This is an optimization exercise on Yosys and OpenROAD, whose aim is a short achievable clock period and few clock cycles, not a production implementation. At most, simulation tests tie the RTL to the original design; equivalence was not proved. Power and IR drop assume default switching activity.

==> inputs of exp/cedar <==
## dfs_topological_sort_engine_core
module dfs_topological_sort_engine_core (
    input  wire logic       clk,
    input  wire logic       rst_n,
    input  wire logic       start,
    output logic            busy,
    input  wire logic [2:0] op,
    input  wire logic [4:0] from_node,
    input  wire logic [4:0] to_node,
    input  wire logic       cfg_we,
    input  wire logic [5:0] cfg_wdata,
    output logic            out_valid,
    output logic [2:0]      kind,
    output logic [4:0]      node,
    output logic            edge_present,
    output logic            last
);
    localparam int N  = dfs_pkg::MAX_NODES;
    localparam int IW = $clog2(N);
    localparam int SD = N + 1;               
    localparam int MD = 16;                  
    localparam int MW = $clog2(MD);
    localparam int OD = 64;                  
    localparam int OW = $clog2(OD);
    localparam logic [2:0] K_DONE  = 3'd0;
    localparam logic [2:0] K_EDGE  = 3'd1;
    localparam logic [2:0] K_NODE  = 3'd2;
    localparam logic [2:0] K_CYCLE = 3'd3;
    localparam logic [2:0] K_ERROR = 3'd4;
    localparam logic [2:0] K_MARK  = 3'd7;   
    function automatic logic [IW-1:0] enc(input logic [N-1:0] oh);
        logic [IW-1:0] r;
        r = '0;
        for (int i = 0; i < N; i++)
            if (oh[i])
                r = r | IW'(i);
        enc = r;
    endfunction
    function automatic logic [N-1:0] dec(input logic [IW-1:0] b);
        dec = N'(1) << b;
    endfunction
    function automatic logic [N-1:0] above(input logic [IW-1:0] b);
        logic [N-1:0] r;
        for (int i = 0; i < N; i++)
            r[i] = (i > int'(b));
        above = r;
    endfunction
    logic [N-1:0] ltn;
    logic [5:0]   cfg_clamped;
    always_comb
    begin
        if (cfg_wdata == 6'd0)
            cfg_clamped = 6'd1;
        else if (int'(cfg_wdata) > N)
            cfg_clamped = 6'(N);
        else
            cfg_clamped = cfg_wdata;
    end
    always_ff @(posedge clk or negedge rst_n)
    begin
        if (!rst_n)
            ltn <= '1;
        else if (cfg_we)
            for (int i = 0; i < N; i++)
                ltn[i] <= (i < int'(cfg_clamped));
    end
    logic [N-1:0] adj [N];
    logic          c_valid;
    logic [2:0]    c_op;
    logic [IW-1:0] c_from, c_to;
    logic          take, fire;
  ...
Settings: LEC_CHECK=0, ABC_CLOCK_PERIOD_IN_PS=3500, CAP_MARGIN=20, CELL_PAD_IN_SITES_DETAIL_PLACEMENT=1, CELL_PAD_IN_SITES_GLOBAL_PLACEMENT=2, CORE_MARGIN=2, CORE_UTILIZATION=20, PLACE_DENSITY=0.35, SETUP_SLACK_MARGIN=5, SLEW_MARGIN=20; clock period 8.5 ns.
run.sh (not shown) runs the stock make flow with config.mk's settings and CLKGATE_MAP_FILE= SYNTH_SCRIPT=/design/flow/synth_recipe.tcl, a recipe that flattens the netlist after the stock synthesis.
==> inputs of exp/umber, as changes to exp/cedar <==
--- a/flow/design.v
+++ b/flow/design.v
@@ -276,17 +276,17 @@
                 sel_row = sel_row | adj[i];
     end
     dfs_scan #(.N(N)) u_s0 (.row(row0),  .first(oh0), .rest(rest0),  .after(aft0), .any(has0));
     dfs_scan #(.N(N)) u_s1 (.row(row1),  .first(oh1), .rest(rest1),  .after(aft1), .any(has1));
     dfs_scan #(.N(N)) u_s2 (.row(row2),  .first(oh2), .rest(rest2),  .after(aft2), .any(has2));
     dfs_scan #(.N(N)) u_sr (.row(white), .first(ohr), .rest(rest_r), .after(aftr), .any(hasr));
     logic [4*N-1:0] cand, pick, pick_rest, pick_after;
     logic           pick_any;
-    assign cand = bogus ? '0 : {white & {N{w_full && !d2}}, row2 & {N{d2}}, row1 & {N{d1}}, row0};
+    assign cand = {white & {N{w_full && !d2}}, row2 & {N{d2}}, row1 & {N{d1}}, row0};
     dfs_scan #(.N(4*N)) u_pick (.row(cand), .first(pick), .rest(pick_rest), .after(pick_after), .any(pick_any));
     always_comb
     begin
         pop0  = !bogus && !has0;
         pop1  = pop0 && d1 && !has1;
         push0 = !bogus && has0;
         push1 = pop0 && d1 && has1;
         push2 = pop1 && d2 && has2;
- CAP_MARGIN: 20 -> 25
- SLEW_MARGIN: 20 -> 30
==> inputs of exp/raven, as changes to exp/cedar <==
--- a/flow/design.v
+++ b/flow/design.v
@@ -125,16 +125,17 @@
     logic          from_ok, to_ok, c_full, c_dep, c_mod, c_test, c_err;
     logic          mf_room, ob_room;     
     logic          blk_cfd, blk_mod;
     logic [N-1:0]  c_from_oh, c_to_oh;
     logic [3:0]    mf [MD];                  
     logic [MW:0]   mf_wr, mf_rd;
     logic          mfp_en;                   
     logic [3:0]    mfp_beat;
+    logic [N-1:0]  mfp_row, mfp_to;          
     logic [5:0]    ob [OD];                  
     logic [OW:0]   ob_wr, ob_rd, ob_base, ob_lim;
     logic          eng_run, closing, spec, vpend;
     logic          cl_cyc;
     logic          owned_run, abort, adopt, own_start, spec_go, start_walk;
     logic          cl_wr, eng_free;
     logic          w_isfull;
     logic [IW-1:0] w_root;
@@ -218,26 +219,27 @@
     end
     always_comb
     begin
         if (c_full || c_dep)
             ex_beat = {K_MARK, 1'b0};
         else if (c_err)
             ex_beat = {K_ERROR, 1'b0};
         else if (c_test)
-            ex_beat = {K_EDGE, |(t_row & c_to_oh)};
+            ex_beat = {K_EDGE, 1'b0};        
         else
             ex_beat = {K_DONE, 1'b0};
     end
     always_ff @(posedge clk)
     begin
-        if (fire)
-            mfp_beat <= ex_beat;
+        mfp_beat <= ex_beat;
+        mfp_row  <= t_row;
+        mfp_to   <= c_to_oh;
         if (mfp_en)
-            mf[mf_wr[MW-1:0]] <= mfp_beat;
+            mf[mf_wr[MW-1:0]] <= {mfp_beat[3:1], mfp_beat[3:1] == K_EDGE && |(mfp_row & mfp_to)};
     end
     logic          step, walk_run;
     logic [N-1:0]  row0, row1, row2;
     logic [N-1:0]  oh0, oh1, oh2, ohr;
     logic [N-1:0]  rest0, rest1, rest2, rest_r;
     logic [N-1:0]  aft0, aft1, aft2, aftr;
     logic [N-1:0]  m0, m1, m2, avail_n;
     logic          has0, has1, has2, hasr;
@@ -276,17 +278,17 @@
                 sel_row = sel_row | adj[i];
     end
     dfs_scan #(.N(N)) u_s0 (.row(row0),  .first(oh0), .rest(rest0),  .after(aft0), .any(has0));
     dfs_scan #(.N(N)) u_s1 (.row(row1),  .first(oh1), .rest(rest1),  .after(aft1), .any(has1));
     dfs_scan #(.N(N)) u_s2 (.row(row2),  .first(oh2), .rest(rest2),  .after(aft2), .any(has2));
     dfs_scan #(.N(N)) u_sr (.row(white), .first(ohr), .rest(rest_r), .after(aftr), .any(hasr));
     logic [4*N-1:0] cand, pick, pick_rest, pick_after;
     logic           pick_any;
-    assign cand = bogus ? '0 : {white & {N{w_full && !d2}}, row2 & {N{d2}}, row1 & {N{d1}}, row0};
+    assign cand = {white & {N{w_full && !d2}}, row2 & {N{d2}}, row1 & {N{d1}}, row0};
     dfs_scan #(.N(4*N)) u_pick (.row(cand), .first(pick), .rest(pick_rest), .after(pick_after), .any(pick_any));
     always_comb
     begin
         pop0  = !bogus && !has0;
         pop1  = pop0 && d1 && !has1;
         push0 = !bogus && has0;
         push1 = pop0 && d1 && has1;
         push2 = pop1 && d2 && has2;
- CAP_MARGIN: 20 -> 25
- SLEW_MARGIN: 20 -> 30
==> qor summary <==
| item | exp/cedar | exp/raven | exp/umber |
|---|---|---|---|
| Area enclosed by the die boundary | 0.678 mm2 | 0.676 mm2 | 0.674 mm2 |
| Number of setup buffers added after CTS | 809 | 499 | 777 |
| Crit path capture | rr0[13]$_DFF_P_ | rr0[14]$_DFF_P_ | mfp_beat[0]$_SDFFCE_PP0P_ |
| Layout overhead on the synthesized area | 41.3% | 35.6% | 40.4% |
| Worst setup timing slack at the placement stage | 1280 ps | 2220 ps | 1930 ps |
| Cts repair resizes | 2,133 | 1,407 | 1,764 |
| Overall power of the completed layout | 100,000 uW | 93,000 uW | 95,200 uW |
| Final worst path period need | 4920 ps | 4550 ps | 4510 ps |
| Post-synthesis compound-gate area fraction | 25.1% | 24.7% | 24.5% |
| RePlAce Congestion | 1.11 | 1.08 | 1.13 |
| Largest net degree at the start of global routing | 185 | 198 | 167 |
| Half-perimeter wire length after detailed placement | 1,280,000 um | 1,230,000 um | 1,250,000 um |
| Max Clk Rate | 0.203 GHz | 0.220 GHz | 0.222 GHz |
| Run status | failed layout checks | failed layout checks | complete, no violations |
| Violated checks | antenna rules | antenna rules | - |
| Clock-net power | 14,300 uW | 14,800 uW | 14,700 uW |
| Clock latency on the worst-skew pair | 1110 ps | 1150 ps | 1180 ps |
| Final core area utilization | 28.4% | 27.2% | 28.1% |
Testbench counts of exp/cedar, summed over its fixed seeds: cycles 12,577.
Testbench counts of exp/umber, summed over its fixed seeds: cycles 12,577.
Testbench counts of exp/raven, summed over its fixed seeds: cycles 12,577.


==> inputs of run P <==
dfs_topological_sort_engine_core, a different RTL version from the one above (not shown whole).
Settings: LEC_CHECK=0, CAP_MARGIN=20, CORE_MARGIN=2, CORE_UTILIZATION=30, PLACE_DENSITY=0.45, SETUP_SLACK_MARGIN=3, SLEW_MARGIN=20; clock period 8.5 ns.
==> inputs of run B, as changes to run P <==
--- a/flow/design.v
+++ b/flow/design.v
@@ -83,14 +83,20 @@
             if (oh[i])
                 r = r | IW'(i);
         enc = r;
     endfunction
     function automatic logic [N-1:0] dec(input logic [IW-1:0] b);
         dec = N'(1) << b;
     endfunction
+    function automatic logic [N-1:0] above(input logic [IW-1:0] b);
+        logic [N-1:0] r;
+        for (int i = 0; i < N; i++)
+            r[i] = (i > int'(b));
+        above = r;
+    endfunction
     logic [N-1:0] ltn;
     logic [5:0]   cfg_clamped;
     always_comb
     begin
         if (cfg_wdata == 6'd0)
             cfg_clamped = 6'd1;
         else if (int'(cfg_wdata) > N)
@@ -114,19 +120,21 @@
     logic          from_ok, to_ok, c_walk, c_full;
     logic [IW-1:0] c_root;
     logic [7:0]    fifo [FD];
     logic [FW:0]   wr, rd, hold_ptr;
     logic          hold;
     logic [FW:0]   occ;
     logic          walk_active, cycw, w_full, bogus, peel_on;
-    logic [N-1:0]  rem [N];                  
+    logic          fresh;                    
+    logic [IW-1:0] lastc;                    
     logic [IW-1:0] lv_b  [SD];               
     logic [N-1:0]  lv_oh [3];                
     logic [SD-1:0] lvv;
-    logic [N-1:0]  black, gray, peel_r;
+    logic [N-1:0]  avail, gray, peel_r, gray_chk;    
+    logic          kid_pushed;
     assign take      = start && !busy;
     assign from_ok   = ltn[c_from];
     assign to_ok     = ltn[c_to];
     assign c_full    = (c_op == dfs_pkg::OP_FULL);
     assign c_walk    = c_full || (c_op == dfs_pkg::OP_DEP && from_ok);
     assign c_root    = c_full ? '0 : c_from;
     assign occ       = wr - rd;
@@ -161,69 +169,52 @@
         begin
             if (c_op == dfs_pkg::OP_ADD)
                 adj[c_from][c_to] <= 1'b1;
             else if (c_op == dfs_pkg::OP_REM)
                 adj[c_from][c_to] <= 1'b0;
         end
     end
-    logic [N-1:0] ca [N];
-    logic [N-1:0] cb [N];
-    logic [N-1:0] oha [N];
-    logic [N-1:0] ohb [N];
-    logic [N-1:0] resta [N];
-    logic [N-1:0] restb [N];
-    logic [N-1:0] hasa, hasb;
-    for (genvar gi = 0; gi < N; gi++)
-    begin : g_node
-        assign ca[gi] = rem[gi] & ~black;
-        assign cb[gi] = rem[gi] & ~black & ~lv_oh[0];
-        dfs_scan #(.N(N)) u_sa (.row(ca[gi]), .first(oha[gi]), .rest(resta[gi]), .any(hasa[gi]));
-        dfs_scan #(.N(N)) u_sb (.row(cb[gi]), .first(ohb[gi]), .rest(restb[gi]), .any(hasb[gi]));
-    end
     logic          step;
-    logic [N-1:0]  oh0, oh1, oh2, ohr, rest_r;
+    logic [N-1:0]  row0, row1, row2;
+    logic [N-1:0]  oh0, oh1, oh2, ohr;
+    logic [N-1:0]  rest0, rest1, rest2, rest_r;
     logic          has0, has1, has2, hasr;
     logic [N-1:0]  white;
     logic          d1, d2;
     logic          pop0, pop1, push0, push1, push2, pushr, any_push, kid_push;
     logic          done_now, emit0, emit1;
-    logic [N-1:0]  sel;
+    logic [N-1:0]  sel, blacken;
     logic [1:0]    shift;        
     assign step  = walk_active && !cycw;
-    assign white = ~black & ~gray & ltn;
+    assign white = avail & ~gray;
     assign d1    = lvv[1];
     assign d2    = lvv[2];
-    dfs_scan #(.N(N)) u_sr (.row(white), .first(ohr), .rest(rest_r), .any(hasr));
+    assign bogus = kid_pushed && |(lv_oh[0] & gray_chk);
     always_comb
     begin
-        oh0  = '0;
-        oh1  = '0;
-        oh2  = '0;
-        has0 = 1'b0;
-        has1 = 1'b0;
-        has2 = 1'b0;
+        row0 = '0;
+        row1 = '0;
+        row2 = '0;
         for (int i = 0; i < N; i++)
         begin
             if (lv_oh[0][i])
-            begin
-                oh0  = oh0 | oha[i];
-                has0 = has0 | hasa[i];
-            end
+                row0 = row0 | adj[i];
             if (lv_oh[1][i])
-            begin
-                oh1  = oh1 | oha[i];
-                has1 = has1 | hasa[i];
-            end
+                row1 = row1 | adj[i];
             if (lv_oh[2][i])
-            begin
-                oh2  = oh2 | ohb[i];
-                has2 = has2 | hasb[i];
-            end
+                row2 = row2 | adj[i];
         end
-    end
+        row0 = row0 & avail & (fresh ? '1 : above(lastc));
+        row1 = row1 & avail & above(lv_b[0]);
+        row2 = row2 & avail & above(lv_b[1]) & ~lv_oh[0];
+    end
+    dfs_scan #(.N(N)) u_s0 (.row(row0),  .first(oh0), .rest(rest0),  .any(has0));
+    dfs_scan #(.N(N)) u_s1 (.row(row1),  .first(oh1), .rest(rest1),  .any(has1));
+    dfs_scan #(.N(N)) u_s2 (.row(row2),  .first(oh2), .rest(rest2),  .any(has2));
+    dfs_scan #(.N(N)) u_sr (.row(white), .first(ohr), .rest(rest_r), .any(hasr));
     always_comb
     begin
         pop0  = !bogus && !has0;
         pop1  = pop0 && d1 && !has1;
         push0 = !bogus && has0;
         push1 = pop0 && d1 && has1;
         push2 = pop1 && d2 && has2;
@@ -269,47 +260,37 @@
             peel_next[i] = peel_r[i] && has_succ && has_pred;
         end
         peel_acyc  = (peel_next == '0);
         peel_stuck = (peel_next == peel_r);
     end
     logic cyc_now;
     assign cyc_now = step && w_full && (bogus || (peel_on && peel_stuck && !peel_acyc));
-    always_ff @(posedge clk)
-    begin
-        for (int i = 0; i < N; i++)
-        begin
-            if (fire_walk)
-                rem[i] <= adj[i] & ltn;
-            else if (step)
-            begin
-                if (push0 && lv_oh[0][i])
-                    rem[i] <= resta[i];
-                else if ((push1 && lv_oh[1][i]) || (push2 && lv_oh[2][i]))
-                    rem[i] <= restb[i];
-            end
-        end
-    end
+    assign blacken = (emit0 ? lv_oh[0] : '0) | (emit1 ? lv_oh[1] : '0);
     always_ff @(posedge clk)
     begin
         if (fire_walk)
         begin
             lv_b[0]  <= c_root;
             lv_oh[0] <= dec(c_root);
+            fresh    <= 1'b1;
         end
         else if (step)
         begin
             if (any_push)
             begin
                 lv_b[0]  <= enc(sel);
                 lv_oh[0] <= sel;
+                fresh    <= 1'b1;
             end
             else
             begin
                 lv_b[0]  <= lv_b[2];
                 lv_oh[0] <= lv_oh[2];
+                fresh    <= 1'b0;
+                lastc    <= lv_b[1];
             end
             if (push0)
             begin
                 lv_b[1]  <= lv_b[0];
                 lv_oh[1] <= lv_oh[0];
             end
             else if (push1)
@@ -350,17 +331,17 @@
         end
     end
     always_ff @(posedge clk)
     begin
         if (fire_walk)
         begin
             lvv    <= SD'(1);
-            black  <= '0;
+            avail  <= ltn;
             gray   <= dec(c_root);
-            bogus  <= 1'b0;
+            kid_pushed <= 1'b0;
             w_full <= c_full;
             peel_r <= ltn;
         end
         else if (step)
         begin
             if (push0)
                 lvv <= {lvv[SD-2:0], 1'b1};
@@ -368,18 +349,19 @@
                 lvv <= lvv;
             else if (push2)
                 lvv <= {1'b0, lvv[SD-1:1]};
             else if (pushr)
                 lvv <= SD'(1);
             else
                 lvv <= {2'b00, lvv[SD-1:2]};
-            black <= black | (emit0 ? lv_oh[0] : '0) | (emit1 ? lv_oh[1] : '0);
+            avail <= avail & ~blacken;
             if (any_push)
                 gray <= gray | sel;
-            bogus  <= kid_push && |(sel & gray);
+            gray_chk   <= gray;
+            kid_pushed <= kid_push;
             peel_r <= peel_next;
         end
     end
     logic       we0, we1, we2;
     logic [7:0] wd0, wd1, wd2;
     logic [7:0] ex_beat;
     logic [FW:0] lim;
--- a/flow/config.mk
+++ b/flow/config.mk
@@ -4,10 +4,10 @@
 export VERILOG_FILES = /design/flow/design.v
 export SDC_FILE = /design/flow/constraint.sdc
 export NUM_CORES = 8
 export LEC_CHECK = 0
 export CAP_MARGIN = 20
 export CORE_MARGIN = 2
 export CORE_UTILIZATION = 30
-export PLACE_DENSITY = 0.45
+export PLACE_DENSITY = 0.5
 export SETUP_SLACK_MARGIN = 3
 export SLEW_MARGIN = 20
==> inputs of run K, as changes to run P <==
--- a/flow/design.v
+++ b/flow/design.v
@@ -83,14 +83,20 @@
             if (oh[i])
                 r = r | IW'(i);
         enc = r;
     endfunction
     function automatic logic [N-1:0] dec(input logic [IW-1:0] b);
         dec = N'(1) << b;
     endfunction
+    function automatic logic [N-1:0] above(input logic [IW-1:0] b);
+        logic [N-1:0] r;
+        for (int i = 0; i < N; i++)
+            r[i] = (i > int'(b));
+        above = r;
+    endfunction
     logic [N-1:0] ltn;
     logic [5:0]   cfg_clamped;
     always_comb
     begin
         if (cfg_wdata == 6'd0)
             cfg_clamped = 6'd1;
         else if (int'(cfg_wdata) > N)
@@ -114,19 +120,21 @@
     logic          from_ok, to_ok, c_walk, c_full;
     logic [IW-1:0] c_root;
     logic [7:0]    fifo [FD];
     logic [FW:0]   wr, rd, hold_ptr;
     logic          hold;
     logic [FW:0]   occ;
     logic          walk_active, cycw, w_full, bogus, peel_on;
-    logic [N-1:0]  rem [N];                  
+    logic          fresh;                    
+    logic [IW-1:0] lastc;                    
     logic [IW-1:0] lv_b  [SD];               
     logic [N-1:0]  lv_oh [3];                
     logic [SD-1:0] lvv;
-    logic [N-1:0]  black, gray, peel_r;
+    logic [N-1:0]  avail, gray, peel_r, gray_chk;    
+    logic          kid_pushed;
     assign take      = start && !busy;
     assign from_ok   = ltn[c_from];
     assign to_ok     = ltn[c_to];
     assign c_full    = (c_op == dfs_pkg::OP_FULL);
     assign c_walk    = c_full || (c_op == dfs_pkg::OP_DEP && from_ok);
     assign c_root    = c_full ? '0 : c_from;
     assign occ       = wr - rd;
@@ -161,69 +169,52 @@
         begin
             if (c_op == dfs_pkg::OP_ADD)
                 adj[c_from][c_to] <= 1'b1;
             else if (c_op == dfs_pkg::OP_REM)
                 adj[c_from][c_to] <= 1'b0;
         end
     end
-    logic [N-1:0] ca [N];
-    logic [N-1:0] cb [N];
-    logic [N-1:0] oha [N];
-    logic [N-1:0] ohb [N];
-    logic [N-1:0] resta [N];
-    logic [N-1:0] restb [N];
-    logic [N-1:0] hasa, hasb;
-    for (genvar gi = 0; gi < N; gi++)
-    begin : g_node
-        assign ca[gi] = rem[gi] & ~black;
-        assign cb[gi] = rem[gi] & ~black & ~lv_oh[0];
-        dfs_scan #(.N(N)) u_sa (.row(ca[gi]), .first(oha[gi]), .rest(resta[gi]), .any(hasa[gi]));
-        dfs_scan #(.N(N)) u_sb (.row(cb[gi]), .first(ohb[gi]), .rest(restb[gi]), .any(hasb[gi]));
-    end
     logic          step;
-    logic [N-1:0]  oh0, oh1, oh2, ohr, rest_r;
+    logic [N-1:0]  row0, row1, row2;
+    logic [N-1:0]  oh0, oh1, oh2, ohr;
+    logic [N-1:0]  rest0, rest1, rest2, rest_r;
     logic          has0, has1, has2, hasr;
     logic [N-1:0]  white;
     logic          d1, d2;
     logic          pop0, pop1, push0, push1, push2, pushr, any_push, kid_push;
     logic          done_now, emit0, emit1;
-    logic [N-1:0]  sel;
+    logic [N-1:0]  sel, blacken;
     logic [1:0]    shift;        
     assign step  = walk_active && !cycw;
-    assign white = ~black & ~gray & ltn;
+    assign white = avail & ~gray;
     assign d1    = lvv[1];
     assign d2    = lvv[2];
-    dfs_scan #(.N(N)) u_sr (.row(white), .first(ohr), .rest(rest_r), .any(hasr));
+    assign bogus = kid_pushed && |(lv_oh[0] & gray_chk);
     always_comb
     begin
-        oh0  = '0;
-        oh1  = '0;
-        oh2  = '0;
-        has0 = 1'b0;
-        has1 = 1'b0;
-        has2 = 1'b0;
+        row0 = '0;
+        row1 = '0;
+        row2 = '0;
         for (int i = 0; i < N; i++)
         begin
             if (lv_oh[0][i])
-            begin
-                oh0  = oh0 | oha[i];
-                has0 = has0 | hasa[i];
-            end
+                row0 = row0 | adj[i];
             if (lv_oh[1][i])
-            begin
-                oh1  = oh1 | oha[i];
-                has1 = has1 | hasa[i];
-            end
+                row1 = row1 | adj[i];
             if (lv_oh[2][i])
-            begin
-                oh2  = oh2 | ohb[i];
-                has2 = has2 | hasb[i];
-            end
+                row2 = row2 | adj[i];
         end
-    end
+        row0 = row0 & avail & (fresh ? '1 : above(lastc));
+        row1 = row1 & avail & above(lv_b[0]);
+        row2 = row2 & avail & above(lv_b[1]) & ~lv_oh[0];
+    end
+    dfs_scan #(.N(N)) u_s0 (.row(row0),  .first(oh0), .rest(rest0),  .any(has0));
+    dfs_scan #(.N(N)) u_s1 (.row(row1),  .first(oh1), .rest(rest1),  .any(has1));
+    dfs_scan #(.N(N)) u_s2 (.row(row2),  .first(oh2), .rest(rest2),  .any(has2));
+    dfs_scan #(.N(N)) u_sr (.row(white), .first(ohr), .rest(rest_r), .any(hasr));
     always_comb
     begin
         pop0  = !bogus && !has0;
         pop1  = pop0 && d1 && !has1;
         push0 = !bogus && has0;
         push1 = pop0 && d1 && has1;
         push2 = pop1 && d2 && has2;
@@ -269,47 +260,37 @@
             peel_next[i] = peel_r[i] && has_succ && has_pred;
         end
         peel_acyc  = (peel_next == '0);
         peel_stuck = (peel_next == peel_r);
     end
     logic cyc_now;
     assign cyc_now = step && w_full && (bogus || (peel_on && peel_stuck && !peel_acyc));
-    always_ff @(posedge clk)
-    begin
-        for (int i = 0; i < N; i++)
-        begin
-            if (fire_walk)
-                rem[i] <= adj[i] & ltn;
-            else if (step)
-            begin
-                if (push0 && lv_oh[0][i])
-                    rem[i] <= resta[i];
-                else if ((push1 && lv_oh[1][i]) || (push2 && lv_oh[2][i]))
-                    rem[i] <= restb[i];
-            end
-        end
-    end
+    assign blacken = (emit0 ? lv_oh[0] : '0) | (emit1 ? lv_oh[1] : '0);
     always_ff @(posedge clk)
     begin
         if (fire_walk)
         begin
             lv_b[0]  <= c_root;
             lv_oh[0] <= dec(c_root);
+            fresh    <= 1'b1;
         end
         else if (step)
         begin
             if (any_push)
             begin
                 lv_b[0]  <= enc(sel);
                 lv_oh[0] <= sel;
+                fresh    <= 1'b1;
             end
             else
             begin
                 lv_b[0]  <= lv_b[2];
                 lv_oh[0] <= lv_oh[2];
+                fresh    <= 1'b0;
+                lastc    <= lv_b[1];
             end
             if (push0)
             begin
                 lv_b[1]  <= lv_b[0];
                 lv_oh[1] <= lv_oh[0];
             end
             else if (push1)
@@ -350,17 +331,17 @@
         end
     end
     always_ff @(posedge clk)
     begin
         if (fire_walk)
         begin
             lvv    <= SD'(1);
-            black  <= '0;
+            avail  <= ltn;
             gray   <= dec(c_root);
-            bogus  <= 1'b0;
+            kid_pushed <= 1'b0;
             w_full <= c_full;
             peel_r <= ltn;
         end
         else if (step)
         begin
             if (push0)
                 lvv <= {lvv[SD-2:0], 1'b1};
@@ -368,18 +349,19 @@
                 lvv <= lvv;
             else if (push2)
                 lvv <= {1'b0, lvv[SD-1:1]};
             else if (pushr)
                 lvv <= SD'(1);
             else
                 lvv <= {2'b00, lvv[SD-1:2]};
-            black <= black | (emit0 ? lv_oh[0] : '0) | (emit1 ? lv_oh[1] : '0);
+            avail <= avail & ~blacken;
             if (any_push)
                 gray <= gray | sel;
-            bogus  <= kid_push && |(sel & gray);
+            gray_chk   <= gray;
+            kid_pushed <= kid_push;
             peel_r <= peel_next;
         end
     end
     logic       we0, we1, we2;
     logic [7:0] wd0, wd1, wd2;
     logic [7:0] ex_beat;
     logic [FW:0] lim;
==> flow/config.mk (replaced) <==
export PLATFORM = sky130hd
export DESIGN_NAME = dfs_topological_sort_engine_core
export DESIGN_NICKNAME = dfs_topological_sort_engine_core
export VERILOG_FILES = /design/flow/design.v
export SDC_FILE = /design/flow/constraint.sdc
export NUM_CORES = 8
export LEC_CHECK = 0
export CAP_MARGIN = 20
export CORE_MARGIN = 2
export CORE_UTILIZATION = 40
export SETUP_SLACK_MARGIN = 3
export SLEW_MARGIN = 20
==> impl_results.md <==
- Post-Place Setup Slack: -0.7156 ns
- Error msg: [ERROR GRT-0116] Global routing finished with congestion. Check the congestion regions in the DRC Viewer.
- Stopping stage: global routing
- TritonCTS Buffers: 401
- Adder-cell area share of the yosys netlist: 0.1043%
- Outcome: did not finish
- Core Rows: 318
- Top-area cell type share of the netlist area: 18.24%
That was run P.
==> impl_results.md <==
- Core Rows: 239
- Outcome: did not finish
- Stopping stage: global routing
- Adder-cell area share of the yosys netlist: 0.1841%
- Error msg: [ERROR GRT-0232] Routing congestion too high. Check the congestion heatmap in the GUI.
- Post-Place Setup Slack: 1.221 ns
That was run B.
==> impl_results.md <==
- Outcome: did not finish
- Stopping stage: global routing
- Error msg: [ERROR GRT-0116] Global routing finished with congestion. Check the congestion regions in the DRC Viewer.
- Post-Place Setup Slack: 1.225 ns
- Top-area cell type share of the netlist area: 20.42%
- Adder-cell area share of the yosys netlist: 0.1841%
- Core Rows: 207
That was run K.
No run of this note included a check of the RTL's function; only the layout flow was run.

## what the ideal ports hide
No port has a modelled driver above. Below, the same layouts with a new extraction and two added sets of constraints. Step 1 (the two cells are an assumption about what drives the block):
set clk [get_ports {clk}]
set_driving_cell -lib_cell sky130_fd_sc_hd__clkbuf_16 $clk
set_driving_cell -lib_cell sky130_fd_sc_hd__buf_2 [delete_from_list [all_inputs] $clk]
Step 2 also shifts input and output timing later by t, the mid clock arrival at the registers, as if the neighbouring blocks saw the same clock. Three values: no drivers, after step 1, after step 2; two values: the first two.
| run | t, ns | setup slack, ns | worst data-port slew with drivers (ns) | pins driven straight from the clock port |
|---|---|---|---|---|
| exp/cedar | 1.222 | 3.580 / 3.580 / 3.366 | 0.24 | 1 |
| exp/umber | 1.271 | 3.990 / 3.990 / 3.212 | 0.41 | 1 |
| exp/raven | 1.225 | 3.946 / 3.946 / 3.201 | 0.09 | 1 |
For exp/umber, which loses most, drivers alone change the setup slack by 0.000 ns; drivers and shift together by -0.778 ns.
